Background: an optimization exercise with open tools, aiming at small area. Do not read the settings as production practice.
Function was not checked in any run shown here: the RTL went through the layout flow alone.
Power figures rest on the tool's default switching activity, not on a simulated workload.

## flow/flow/run.sh

```bash
#!/bin/bash
# The standard layout (standard.sh), with three changes to how it is made:
#  - the port buffers are the smallest buffer cell (every port still gets one);
#  - the buffers the synthesis's ABC step put in are taken out at floorplan, so
#    that repair adds only the buffers the layout needs;
#  - the clock tree uses mid-size clock buffers and no dummy loads.
export BUFFER_PORTS_ARGS="-buffer_cell sky130_fd_sc_hd__buf_1"
export REMOVE_ABC_BUFFERS=1
export CTS_ARGS="-sink_clustering_enable -repair_clock_nets -dont_use_dummy_load -buf_list sky130_fd_sc_hd__clkbuf_8 -root_buf sky130_fd_sc_hd__clkbuf_8 -sink_clustering_size 25"
bash standard.sh > standard.log 2>&1
```

## flow/standard.sh

```bash
#!/bin/bash
# synth_recipe.tcl (not shown) runs the flow's synth.tcl, then flattens the netlist and writes it again
# the make line also repeats each setting of config.mk as NAME=value (left out here)
make -C /OpenROAD-flow-scripts/flow DESIGN_CONFIG=/design/flow/config.mk WORK_HOME=/design/flow/orfs CLKGATE_MAP_FILE= SYNTH_SCRIPT=/design/flow/synth_recipe.tcl "${@:-finish}"
```

## flow/config.mk

```make
export PLATFORM = sky130hd
export DESIGN_NAME = four_digit_calculator_core
export DESIGN_NICKNAME = four_digit_calculator_core
export VERILOG_FILES = /design/flow/design.v
export SDC_FILE = /design/flow/constraint.sdc
export NUM_CORES = 4
export LEC_CHECK = 0
export ABC_AREA = 1
export CAP_MARGIN = 20
export CORE_MARGIN = 2
export CORE_UTILIZATION = 40
export SLEW_MARGIN = 20
```

## flow/constraint.sdc

```tcl
create_clock -name core_clock -period 10.0 [get_ports {aclk}]
set_input_delay 2.0000 -clock core_clock [delete_from_list [all_inputs] [get_ports {aclk}]]
set_output_delay 2.0000 -clock core_clock [all_outputs]
set_load 0.01 [all_outputs]
```

## flow/design.v

```verilog
module four_digit_calculator_core #(
    parameter int DIGITS = 4
) (
    input  logic        aclk,
    input  logic        aresetn,
    input  logic        s_tvalid,
    output logic        s_tready,
    input  logic [7:0]  s_tdata,    
    input  logic [1:0]  s_tuser,    
    output logic        m_tvalid,
    input  logic        m_tready,
    output logic [31:0] m_tdata,    
    output logic [3:0]  m_tuser     
);
    localparam logic [3:0] I_A  = 4'b0000;   
    localparam logic [3:0] I_E  = 4'b0001;   
    localparam logic [3:0] I_N  = 4'b0010;   
    localparam logic [3:0] I_F  = 4'b0011;   
    localparam logic [3:0] MOD  = 4'b0100;   
    localparam logic [3:0] CPY  = 4'b0101;   
    localparam logic [3:0] DIVN = 4'b0110;   
    localparam logic [3:0] DIVP = 4'b0111;   
    localparam logic [3:0] SER  = 4'b1000;   
    localparam logic [3:0] NEG1 = 4'b1001;   
    localparam logic [3:0] NEG2 = 4'b1010;   
    localparam logic [3:0] CHK  = 4'b1011;   
    localparam logic [3:0] MUL  = 4'b1100;   
    localparam logic [1:0] K_DIGIT = 2'd0;
    localparam logic [1:0] K_OPER  = 2'd1;
    localparam logic [1:0] K_APPLY = 2'd2;
    localparam logic [1:0] K_CLEAR = 2'd3;
    localparam logic [1:0] OP_ADD = 2'd0;
    localparam logic [1:0] OP_MUL = 2'd1;
    localparam logic [1:0] OP_SUB = 2'd2;
    localparam logic [1:0] OP_DIV = 2'd3;
    logic [31:0] a_reg;
    logic [13:0] e_reg;
    logic [14:0] s_reg;
    logic [3:0]  ph;
    logic [4:0]  cnt;
    logic [1:0]  op_reg;
    logic        cy;
    logic        mv;
    logic        idle, mulm, divm, cpy, divq, dmod, serm, negm, xe;
    logic        x0, xmsb;
    logic [13:0] y;
    logic [14:0] op1, yv, sum;
    logic [15:0] cc;
    logic        co;
    logic [3:0]  dsat;
    logic        sa, sb, ssum;
    logic        ez, last, take;
    logic [3:0]  ph_next;
    logic        a_clr, a_r, a_l, a_h, a_top, a_bot;
    logic        e_clr, e_r, e_l, e_h, e_top;
    logic        s_init, s_keep;
    assign idle = (ph[3:2] == 2'b00);
    assign divm = (ph[3:2] == 2'b01);
    assign mulm = (ph[3:2] == 2'b11);
    assign cpy  = (ph == CPY);
    assign divq = divm && ph[1];
    assign dmod = divm && !cpy;
    assign serm = (ph[3:2] == 2'b10) && !(ph[1] && ph[0]);
    assign negm = serm && (ph[1] || ph[0]);
    assign xe   = (s_tuser == K_DIGIT);
    assign ez = (e_reg == 14'd0);
    always_comb begin
        if ((cpy || mulm) && xe) last = (cnt == 5'd13);
        else if (divm && xe)     last = (cnt == 5'd12);
        else                     last = (cnt == 5'd31);
    end
    assign x0   = xe ? e_reg[0] : a_reg[0];
    assign xmsb = xe ? e_reg[12] : a_reg[31];
    always_comb begin
        if ((mulm && !xe) || divq) y = e_reg;
        else if (mulm)             y = 14'd10;
        else                       y = 14'd10000;
    end
    assign op1 = dmod ? {s_reg[13:0], xmsb} : {1'b0, s_reg[14:1]};
    always_comb begin
        if (dmod)      yv = {1'b0, y} ^ {15{!s_reg[14]}};
        else if (cpy)  yv = s_reg[14] ? 15'd21384 : 15'd0;
        else           yv = x0 ? {1'b0, y} : 15'd0;
    end
    assign cc[0] = dmod && !s_reg[14];
    for (genvar i = 0; i < 15; i++) begin : g_add
        assign sum[i]  = op1[i] ^ yv[i] ^ cc[i];
        assign cc[i+1] = (op1[i] & yv[i]) | (op1[i] & cc[i]) | (yv[i] & cc[i]);
    end
    assign co = cc[15];
    assign dsat = (s_tdata[3] && (s_tdata[2] || s_tdata[1])) ? 4'd9 : s_tdata[3:0];
    assign sa   = a_reg[0] ^ negm;
    assign sb   = (ph == SER) && (e_reg[0] ^ op_reg[1]);
    assign ssum = sa ^ sb ^ cy;
    always_comb begin
        ph_next = ph;
        take    = 1'b0;
        unique case (ph)
            I_A, I_E, I_N, I_F: begin
                if (s_tvalid && !mv) begin
                    unique case (s_tuser)
                        K_DIGIT: ph_next = MUL;
                        K_OPER:  begin take = 1'b1; ph_next = I_N; end
                        K_APPLY: begin
                            unique case (op_reg)
                                OP_ADD, OP_SUB: ph_next = SER;
                                OP_MUL:         ph_next = MUL;
                                default: begin
                                    if (ez) begin take = 1'b1; ph_next = I_F; end
                                    else if (a_reg[31]) ph_next = NEG1;
                                    else ph_next = DIVP;
                                end
                            endcase
                        end
                        default: begin take = 1'b1; ph_next = I_A; end
                    endcase
                end
            end
            MUL:  if (last) ph_next = xe ? MOD : CHK;
            MOD:  if (last) ph_next = CPY;
            CPY:  if (last) begin take = 1'b1; ph_next = xe ? I_E : I_A; end
            NEG1: if (last) ph_next = DIVN;
            DIVN: if (last) ph_next = NEG2;
            CHK: begin
                if (a_reg[31]) begin take = 1'b1; ph_next = I_A; end
                else ph_next = MOD;
            end
            default: if (last) ph_next = CHK;    
        endcase
    end
    assign s_tready = take;
    always_ff @(posedge aclk) begin
        if (!aresetn) begin
            ph     <= I_A;
            mv     <= 1'b0;
            op_reg <= OP_ADD;
        end else begin
            ph <= ph_next;
            if (take) mv <= 1'b1;
            else if (m_tready) mv <= 1'b0;
            if (take && (s_tuser == K_OPER))  op_reg <= op_reg + 2'd1;
            if (take && (s_tuser == K_CLEAR)) op_reg <= OP_ADD;
        end
    end
    assign s_init = !(mulm || divm);
    always_ff @(posedge aclk) begin
        if (idle || last || (ph == CHK)) cnt <= 5'd0;
        else cnt <= cnt + 5'd1;
        if (serm) cy <= (sa & sb) | (sa & cy) | (sb & cy);
        else      cy <= (op_reg != OP_ADD);
        if (s_init) s_reg <= xe ? {10'd0, dsat, 1'b0} : 15'd0;
        else s_reg <= sum;
    end
    assign a_clr = !aresetn || (take && (s_tuser == K_CLEAR));
    assign a_r   = !a_clr && (((mulm || cpy) && !xe) || serm);
    assign a_l   = !a_clr && dmod && !xe;
    assign a_h   = !a_clr && !a_r && !a_l;
    assign a_top = cpy ? s_reg[0] : (mulm ? sum[0] : ssum);
    assign a_bot = !sum[14];
    always_ff @(posedge aclk) begin
        if (a_clr) a_reg <= 32'd0;
        else if (((mulm || cpy) && !xe) || serm) a_reg <= {a_top, a_reg[31:1]};
        else if (dmod && !xe) a_reg <= {a_reg[30:0], a_bot};
    end
    assign e_clr = !aresetn || (take && ((s_tuser == K_CLEAR) || (s_tuser == K_APPLY)));
    assign e_r   = !e_clr && (((mulm || cpy) && xe) || (ph == SER));
    assign e_l   = !e_clr && dmod && xe;
    assign e_h   = !e_clr && !e_r && !e_l;
    assign e_top = cpy ? s_reg[0] : (mulm && sum[0]);
    always_ff @(posedge aclk) begin
        if (e_clr) e_reg <= 14'd0;
        else if (((mulm || cpy) && xe) || (ph == SER)) e_reg <= {e_top, e_reg[13:1]};
        else if (dmod && xe) e_reg <= {e_reg[12:0], 1'b0};
    end
    assign m_tvalid = mv;
    for (genvar i = 0; i < 32; i++) begin : g_out
        if (i < 14) begin : g_lo
            assign m_tdata[i] = ((ph == I_E) && e_reg[i])
                              | (((ph == I_A) || (ph == I_F)) && a_reg[i]);
        end else begin : g_hi
            assign m_tdata[i] = ((ph == I_A) || (ph == I_F)) && a_reg[i];
        end
    end
    assign m_tuser = {ph == I_F, ph == I_N, op_reg};
endmodule
```

==> results.tsv, run 1 <==
metric	value	unit
PwrDens	209.1	nW/um^2
hold-fix buffers at CTS	0	
max reg flops	32	
setup violators final	0	
initial antenna violation count	0	
Seq/Total Area, Yosys	32.85	%
share of layout cells above drive strength 1	5.248	%
antenna viol nets, final	0	
Die H	110.2	um
final wirelength	11250	um
Setup Crit Path Kind	primary input to flop	
final hold vios	0	
fin crit share	86.27	%
row count	38	
DR WL met2	5214	um
RePlAce Congestion	0.8904	
Avg WL per Cell	13.62	um
fill count	1182	
run status	complete, no violations	
Worst setup EP type	flop	
metal1 wirelength	5404	um
Fmax	115.9	MHz
Core Region	10940	um^2
Cell Area, Synth	4509	um^2
largest net degree at the start of global routing	35	
Max IR drop VDD	0.08889	mV
top_reg_cell synth	dfxtp_1	
die width	110.2	um
Startpoint Class	primary input	
clock-pin slew on the worst setup and hold paths	0.07	ns
largest delay contributor family on the critical path	adder cells	
RSZ-0062 raised after global routing	no	
gr ovfl total	0	
Buf/Inv on CP	11	
Via Count	4267	
worst r2r path cells	32	
Area Growth Syn to Fin	6.992	%
maxcap violations	0	
clk sinks	74	
clock latency on the worst-skew pair	0.36	ns
DR top layer	met4	
I/O Pins	52	
count of cell types in the netlist	37	
first drt pass iteration count	5	
die area	12140	um^2
Worst-Margin Slew	0.9135	ns
design area	4825	um^2
Hold/Removal Path Class	flop to flop	
Avg Cell Area, Syn	6.874	um^2
ant diodes	0	
Yosys top cell by area	dfxtp_1	
largest cells by area after synthesis	dfxtp_1 33%, nand2_1 9.6%, nor2_1 8.2%, inv_1 8.0%, a21oi_1 7.9%	
Slew Limit Fails	0	
pre-CTS setup slack	0.9661	ns
Root Buffer	clkbuf_8	
post-cts resize count	0	
TritonCTS clock tree	done	
postcts setup bufs	0	
# nets final	721	
crit path time final	8.627	ns
DRT iter0 DRCs	299	
Synth Instances	656	
CP Launch Point	s_tuser[1]	
CP peak stage delay	0.53	ns
r2r setup slk	2.74	ns
All-Layer GR Usage	19.98	%
first-pass GRT wire length	19040	um
WL met3	512	um
FFs w/ async S/R, synth	0	%
Post-route DRC	0	
Arr. time, crit path	8.83	ns
most frequent CP cell	fa_1	
slowest CP cell	nor2_2	
Vias/cell	5.166	
Clock Skews	0.02269	ns
final worst slack	1.373	ns
Synth warnings	1	
Setup Total Neg Slack	0	ns
# port buffers	47	
number of H-tree levels	3	
Yosys top cell area share	32.85	%
CTS buffer count	9	
CP required	10.21	ns
Detailed Place HPWL	8196	um
Post-Place Cell Area	4698	um^2
EDFF count, synth	0	
hold path endpoint	cnt[0]	
Leakage	0.001841	uW
Max clock buf depth	2	
Max-Slew Margin vs Limit	38.96	%
FF-to-FF End	a_reg[0]	
Worst R2R Start	ph[2]	
HP Start	cnt[0]	
vias in the first global route	3993	
Seq cells post-synth	74	
hold depth	1	
Critical Path Fanout Max	12	
Initial Util	41.24	%
==> worst register-to-register path: cells and delay by family (launching register included) <==
family | cells | cell delay, ns
AO/OA/AOI/OAI | 3 | 0.44
buffers and inverters | 10 | 0.73
adder cells (fa/ha/maj) | 14 | 4.21
flip-flops | 1 | 0.72
AND/OR/NAND/NOR | 5 | 1.03
==> how the worst max path moves through the flow <==
stage,end,slack (ns),depth (start not counted)
after floorplan,a_reg[0],1.84,33
after global placement,a_reg[0],1.13,34
after detailed placement,a_reg[0],0.97,34
after CTS,a_reg[0],1.31,34
after global routing,a_reg[0],0.98,34
final,a_reg[0],1.37,34
==> power by group <==
part,total [uW],leakage (uW),internal (uW),switching (uW)
registers,366,0.000598,329,36.9
clock network,181,0.0000647,80.4,101
logic,462,0.00118,125,337
total,1010,0.00184,534,475
==> kinds of logic after synthesis <==
kind of cell | synth area share [%]
AOI/OAI and AO/OA | 21.73
muxes | 0.6660
DFF | 32.85
adders and majority gates | 7.769
buffers and inverters | 12.29
and+or+nand+nor | 23.92
xor gates and xnor gates | 0.7771
==> per-layer routing <==
layer | up-vias | GRT usage, %
met1 | 1964 | 26.98
met4 | 0 | 5.357
met3 | 13 | 4.292
met2 | 91 | 32.43
met5 | - | 0
li1 | 2199 | -
==> through the flow <==
step           utilization [%]  cells  total power (uW)  hold slack [ns]
4_1_cts                  44.10    826              1012           0.4885
2_1_floorplan                -    630             708.7           0.4409
3_3_place_gp             42.96    817             823.7           0.4628
3_5_place_dp             42.96    817             830.0           0.4694
6_report                 44.12    826              1009           0.4827
5_1_grt                  44.12    826              1102           0.5307
==> area by class of cell <==
| class | instances | area (um^2) | share of cell area, % |
|---|---|---|---|
| clock buffer | 9 | 123.9 | 2.567 |
| sequential | 74 | 1481 | 30.71 |
| tap | 140 | 175.2 | 3.631 |
| multi-input combinational | 453 | 2476 | 51.32 |
| timing repair buffer | 47 | 176.4 | 3.657 |
| inverter | 103 | 391.6 | 8.117 |
==> synthesized netlist by cell type, types with 2 or more instances <==
| master | count |
|---|---|
| fa_1 | 15 |
| nor2_2 | 6 |
| inv_4 | 2 |
| dfxtp_1 | 74 |
| o211ai_1 | 2 |
| nand2_2 | 4 |
| buf_2 | 7 |
| nand2_1 | 115 |
| clkbuf_1 | 8 |
| a22oi_1 | 12 |
| inv_1 | 96 |
| nand3_1 | 19 |
| mux2i_1 | 3 |
| nor2_1 | 99 |
| a21oi_1 | 71 |
| o21ai_1 | 5 |
| nor3_1 | 4 |
| buf_6 | 4 |
| nand3_2 | 2 |
| buf_4 | 7 |
| xor2_1 | 3 |
| o21ai_0 | 30 |
| o22ai_1 | 46 |
| ha_1 | 4 |
| nor2_4 | 2 |
| inv_2 | 5 |
==> layout by cell type, fill, tap and decap left out, drive strengths merged, types with 2 or more instances in the layout <==
cell    count
nor2      108
fa         15
nand3      22
dfxtp      74
nand2     120
xor2        3
a21oi      73
o22ai      46
mux2i       3
inv       103
a22oi      12
o211ai      2
ha          4
clkbuf      9
nor3        4
buf        47
o21ai      35
==> run 2, diff against run 1 <==
--- a/flow/design.v
+++ b/flow/design.v
@@ -42,5 +42,6 @@
     logic        cy;
     logic        mv;
-    logic        idle, mulm, divm, cpy, divq, dmod, serm, negm, xe;
+    logic        idle, mulm, divm, cpy, divq, divq_or_mod, serm, negm, xe;
+    logic        cbit;
     logic        x0, xmsb;
     logic [13:0] y;
@@ -60,5 +61,5 @@
     assign cpy  = (ph == CPY);
     assign divq = divm && ph[1];
-    assign dmod = divm && !cpy;
+    assign divq_or_mod = divm && !cpy;
     assign serm = (ph[3:2] == 2'b10) && !(ph[1] && ph[0]);
     assign negm = serm && (ph[1] || ph[0]);
@@ -77,11 +78,7 @@
         else                       y = 14'd10000;
     end
-    assign op1 = dmod ? {s_reg[13:0], xmsb} : {1'b0, s_reg[14:1]};
-    always_comb begin
-        if (dmod)      yv = {1'b0, y} ^ {15{!s_reg[14]}};
-        else if (cpy)  yv = s_reg[14] ? 15'd21384 : 15'd0;
-        else           yv = x0 ? {1'b0, y} : 15'd0;
-    end
-    assign cc[0] = dmod && !s_reg[14];
+    assign op1 = divq_or_mod ? {s_reg[13:0], xmsb} : {cpy && s_reg[14], s_reg[14:1]};
+    assign yv  = divq_or_mod ? ({1'b0, y} ^ {15{!s_reg[14]}}) : ((mulm && x0) ? {1'b0, y} : 15'd0);
+    assign cc[0] = divq_or_mod && !s_reg[14];
     for (genvar i = 0; i < 15; i++) begin : g_add
         assign sum[i]  = op1[i] ^ yv[i] ^ cc[i];
@@ -90,6 +87,12 @@
     assign co = cc[15];
     assign dsat = (s_tdata[3] && (s_tdata[2] || s_tdata[1])) ? 4'd9 : s_tdata[3:0];
-    assign sa   = a_reg[0] ^ negm;
-    assign sb   = (ph == SER) && (e_reg[0] ^ op_reg[1]);
+    always_comb begin
+        unique case (cnt)
+            5'd4, 5'd8, 5'd9, 5'd10, 5'd13: cbit = s_reg[14];
+            default: cbit = 1'b0;
+        endcase
+    end
+    assign sa   = cpy ? s_reg[0] : (a_reg[0] ^ negm);
+    assign sb   = cpy ? cbit : ((ph == SER) && (e_reg[0] ^ op_reg[1]));
     assign ssum = sa ^ sb ^ cy;
     always_comb begin
@@ -147,6 +150,6 @@
         if (idle || last || (ph == CHK)) cnt <= 5'd0;
         else cnt <= cnt + 5'd1;
-        if (serm) cy <= (sa & sb) | (sa & cy) | (sb & cy);
-        else      cy <= (op_reg != OP_ADD);
+        if (serm || cpy) cy <= (sa & sb) | (sa & cy) | (sb & cy);
+        else             cy <= (op_reg != OP_ADD) && (ph != MOD);
         if (s_init) s_reg <= xe ? {10'd0, dsat, 1'b0} : 15'd0;
         else s_reg <= sum;
@@ -154,22 +157,22 @@
     assign a_clr = !aresetn || (take && (s_tuser == K_CLEAR));
     assign a_r   = !a_clr && (((mulm || cpy) && !xe) || serm);
-    assign a_l   = !a_clr && dmod && !xe;
+    assign a_l   = !a_clr && divq_or_mod && !xe;
     assign a_h   = !a_clr && !a_r && !a_l;
-    assign a_top = cpy ? s_reg[0] : (mulm ? sum[0] : ssum);
+    assign a_top = mulm ? sum[0] : ssum;
     assign a_bot = !sum[14];
     always_ff @(posedge aclk) begin
         if (a_clr) a_reg <= 32'd0;
         else if (((mulm || cpy) && !xe) || serm) a_reg <= {a_top, a_reg[31:1]};
-        else if (dmod && !xe) a_reg <= {a_reg[30:0], a_bot};
+        else if (divq_or_mod && !xe) a_reg <= {a_reg[30:0], a_bot};
     end
     assign e_clr = !aresetn || (take && ((s_tuser == K_CLEAR) || (s_tuser == K_APPLY)));
     assign e_r   = !e_clr && (((mulm || cpy) && xe) || (ph == SER));
-    assign e_l   = !e_clr && dmod && xe;
+    assign e_l   = !e_clr && divq_or_mod && xe;
     assign e_h   = !e_clr && !e_r && !e_l;
-    assign e_top = cpy ? s_reg[0] : (mulm && sum[0]);
+    assign e_top = mulm ? sum[0] : (cpy && ssum);
     always_ff @(posedge aclk) begin
         if (e_clr) e_reg <= 14'd0;
         else if (((mulm || cpy) && xe) || (ph == SER)) e_reg <= {e_top, e_reg[13:1]};
-        else if (dmod && xe) e_reg <= {e_reg[12:0], 1'b0};
+        else if (divq_or_mod && xe) e_reg <= {e_reg[12:0], 1'b0};
     end
     assign m_tvalid = mv;
==> results.tsv, run 2 <==
metric	value	unit	change
run status	complete, no violations		
Max-Slew Margin vs Limit	43.01	%	+4.1 points
Die H	110.7	um	+0.49%
Clk pwr share	17.0	%	-1.0 points
Critical Path Fanout Max	10		-2
Via Count	4338		+1.7%
clk sinks	74		unchanged
final cell count without fillers	828		+0.24%
fill count	1180		-0.17%
EDFF count, synth	0		unchanged
most common cell after layout, fill and taps aside	nor2_1		
final hold vios	0		unchanged
area share of and/or/nand/nor cells after synthesis	23.92	%	about the same
Max IR drop VDD	0.09665	mV	+8.7%
die area	12260	um^2	+0.99%
largest net degree at the start of global routing	35		unchanged
# port buffers	47		unchanged
Hold/Removal Path Class	flop to flop		
PwrDens	215.7	nW/um^2	+3.2%
All-Layer GR Usage	18.44	%	-1.5 points
final wirelength	11210	um	-0.37%
HP Start	e_reg[1]		
Root Buffer	clkbuf_8		
Synth warnings	1		unchanged
CTS buffer count	9		unchanged
# nets final	727		+0.83%
Slew Limit Fails	0		unchanged
DRT iter0 DRCs	303		+1.3%
maxcap violations	0		unchanged
Cell Area, Synth	4556	um^2	+1.0%
Worst setup EP type	flop		
Max clock buf depth	2		unchanged
first drt pass iteration count	5		unchanged
initial antenna violation count	0		unchanged
Area Growth Syn to Fin	7.251	%	
gr ovfl total	0		unchanged
most frequent cells in the layout	111 x nor2_1, 94 x inv_1, 89 x nand2_1, 74 x dfxtp_1, 72 x a21oi_1		
Avg WL per Cell	13.53	um	-0.61%
Comb power frac	49.8	%	+4.0 points
largest cells by area after synthesis	dfxtp_1 33%, nor2_1 9.1%, o22ai_1 8.4%, a21oi_1 7.9%, inv_1 7.7%		
number of H-tree levels	3		unchanged
Synth Area in XOR/XNOR	1.538	%	+0.76 points
Worst-Margin Slew	0.8529	ns	-0.06063 ns
CP Launch Point	s_tuser[1]		
TritonCTS clock tree	done		
multiplexer share of the synthesized area	0.2197	%	-0.45 points
Fmax	112.4	MHz	-3.0%
placed insts	819		+0.24%
clock-pin slew on the worst setup and hold paths	0.07	ns	about the same
vias in the first global route	4024		+0.78%
Switch Pwr	516.4	uW	+8.8%
RePlAce Congestion	0.9092		+2.1%
Cell Int Power	537.5	uW	+0.61%
Post-Synth Adder-Cell Area	8.789	%	+1.0 points
Worst R2R Start	ph[2]		
postcts setup bufs	0		unchanged
Seq/Total Area, Yosys	32.52	%	-0.33 points
Clock Skews	0.03106	ns	+0.008369 ns
Leakage	0.001906	uW	+3.5%
antenna viol nets, final	0		unchanged
max reg flops	32		unchanged
Startpoint Class	primary input		
Avg Cell Area, Syn	6.955	um^2	+1.2%
Post-route DRC	0		unchanged
Setup Total Neg Slack	0	ns	unchanged
Initial Util	41.48	%	+0.24 points
Sequential Power Share	33.2	%	-3.1 points
switch share	49.00	%	+2.0 points
Synth Instances	655		-0.15%
fin crit share	88.95	%	+2.7 points
Vias/cell	5.239		+1.4%
top_reg_cell synth	dfxtp_1		
Setup Crit Path Kind	primary input to flop		
Synth top cells by count	111 x nor2_1, 94 x inv_1, 89 x nand2_1		
largest family of logic cells by synthesized area	simple AND/OR/NAND/NOR gates		
clock latency on the worst-skew pair	0.37	ns	about the same
Arr. time, crit path	9.17	ns	+0.34 ns
total chip power	1054	uW	+4.5%
crit path time final	8.895	ns	+0.2675 ns
row count	38		unchanged
first-pass GRT wire length	18860	um	-0.95%
setup violators final	0		unchanged
FFs w/ async S/R, synth	0	%	unchanged
compound-gate portion of the synthesized area	21.04	%	-0.69 points
post-cts resize count	0		unchanged
final hold slack	0.4734	ns	-0.009245 ns
ant diodes	0		unchanged
CP required	10.28	ns	+0.07 ns
die width	110.7	um	+0.49%
share of layout cells above drive strength 1	6.250	%	+1.0 points
Yosys top cell area share	32.52	%	-0.33 points
RSZ-0062 raised after global routing	no		
most common cell in the netlist	nor2_1		
Seq cells post-synth	74		unchanged
hold-fix buffers at CTS	0		unchanged
Core Region	10980	um^2	+0.43%
Yosys top cell by area	dfxtp_1		
count of cell types in the netlist	39		+5.4%
I/O Pins	52		unchanged
Detailed Place HPWL	8242	um	+0.57%
==> run 2: cell count changes after synthesis, sizes merged, moves of 2 or more <==
cell / before / now
a22oi: 12 / 3
a31oi: 0 / 3
ha: 4 / 8
inv: 103 / 100
mux2i: 3 / 1
nand2: 120 / 100
nand3: 22 / 17
nor2: 108 / 119
nor3: 4 / 13
o21ai: 35 / 26
o22ai: 46 / 61
xor2: 3 / 6
==> run 2: logic make-up after synthesis <==
group                      after synthesis
AOI/OAI and AO/OA                      169
xor gates and xnor gates                 8
adders and majority gates               23
buffers and inverters                  126
DFF                                     74
muxes                                    1
and+or+nand+nor                        254
==> run 2: metrics by stage <==
step                      utilization (%)  instance area, um^2  setup WS, ns
after floorplan                         -                 4392         1.542
after detailed placement            43.36                 4762        0.8054
after global placement              43.36                 4762        0.8855
final                               44.49                 4886         1.105
after global routing                44.49                 4886        0.7161
after CTS                           44.49                 4886         1.148
==> run 2: power groups by stage <==
stage	sequential [uW]	combinational, uW	clock, uW
after floorplan	347	391	0
after global placement	356	514	0
after detailed placement	356	521	0
after CTS	350	523	184
after global routing	354	592	197
final	350	525	179
==> run 2: path summary, 6_finish.rpt <==
kind	endpoint	slack [ns]	cells past startpoint
setup / recovery	a_reg[0]	1.11	25
hold / removal	e_reg[0]	0.47	2
setup reg to reg	a_reg[0]	1.96	25
hold reg to reg	e_reg[0]	0.47	2
==> run 2: area by class of cell <==
class,count,area (um^2),area share (%)
Multi-Input combinational cell,455,2532,51.83
Sequential cell,74,1481,30.32
Inverter,101,381.6,7.810
Timing Repair Buffer,49,191.4,3.918
Tap cell,140,175.2,3.585
Clock buffer,9,123.9,2.535
==> run 2: routing by layer <==
layer  track usage (%)  vias to the layer above  wire length (um)
met4             6.417                        0               128
met2             30.10                      113              5176
met5                 0                        -                 0
li1                  -                     2206                 -
met1             24.91                     2009              5342
met3             2.843                       10               559
==> run 2: worst max-delay path, cell delays in order <==
cell and delay [ns]:
buf_1 0.24, inv_1 0.12, nand2_2 0.20, a21oi_1 0.20
nor2_2 0.36, a31oi_1 0.07, nand2_1 0.10, fa_1 0.19
inv_1 0.06, fa_1 0.39, fa_1 0.39, fa_1 0.42
fa_1 0.40, fa_1 0.39, fa_1 0.39, fa_1 0.39
fa_1 0.39, fa_1 0.40, fa_1 0.39, fa_1 0.39
fa_1 0.41, fa_1 0.39, xnor2_1 0.30, a21oi_1 0.12
nor2_1 0.09

==> separate check: timing with driven ports <==
The flow's constraints put no driver on any port. The routed layouts listed below were extracted and timed again, unchanged, in two steps. Step 1 sets driving cells, clkbuf_16 on the clock port and buf_2 on the other inputs (assumed; they add their load-dependent delay and slew). Step 2 times the ports against the registers' clock, not the clock port: input delays grow and output delays shrink by t, the midpoint of the rising clock arrivals with the driver on. Three values: no drivers, after step 1, after step 2; two values: the first two.
| run | shift t [ns] | setup WS [ns] | pins driven straight from the clock port |
|---|---|---|---|
| run 1 | 0.385 | 1.373 / 1.384 / 0.999 | 1 |
| run 2 | 0.390 | 1.105 / 1.118 / 0.728 | 1 |
After both steps setup and hold are still met in every run listed. For run 2, which loses most, drivers alone change the setup slack by +0.013 ns; drivers and shift together by -0.377 ns.
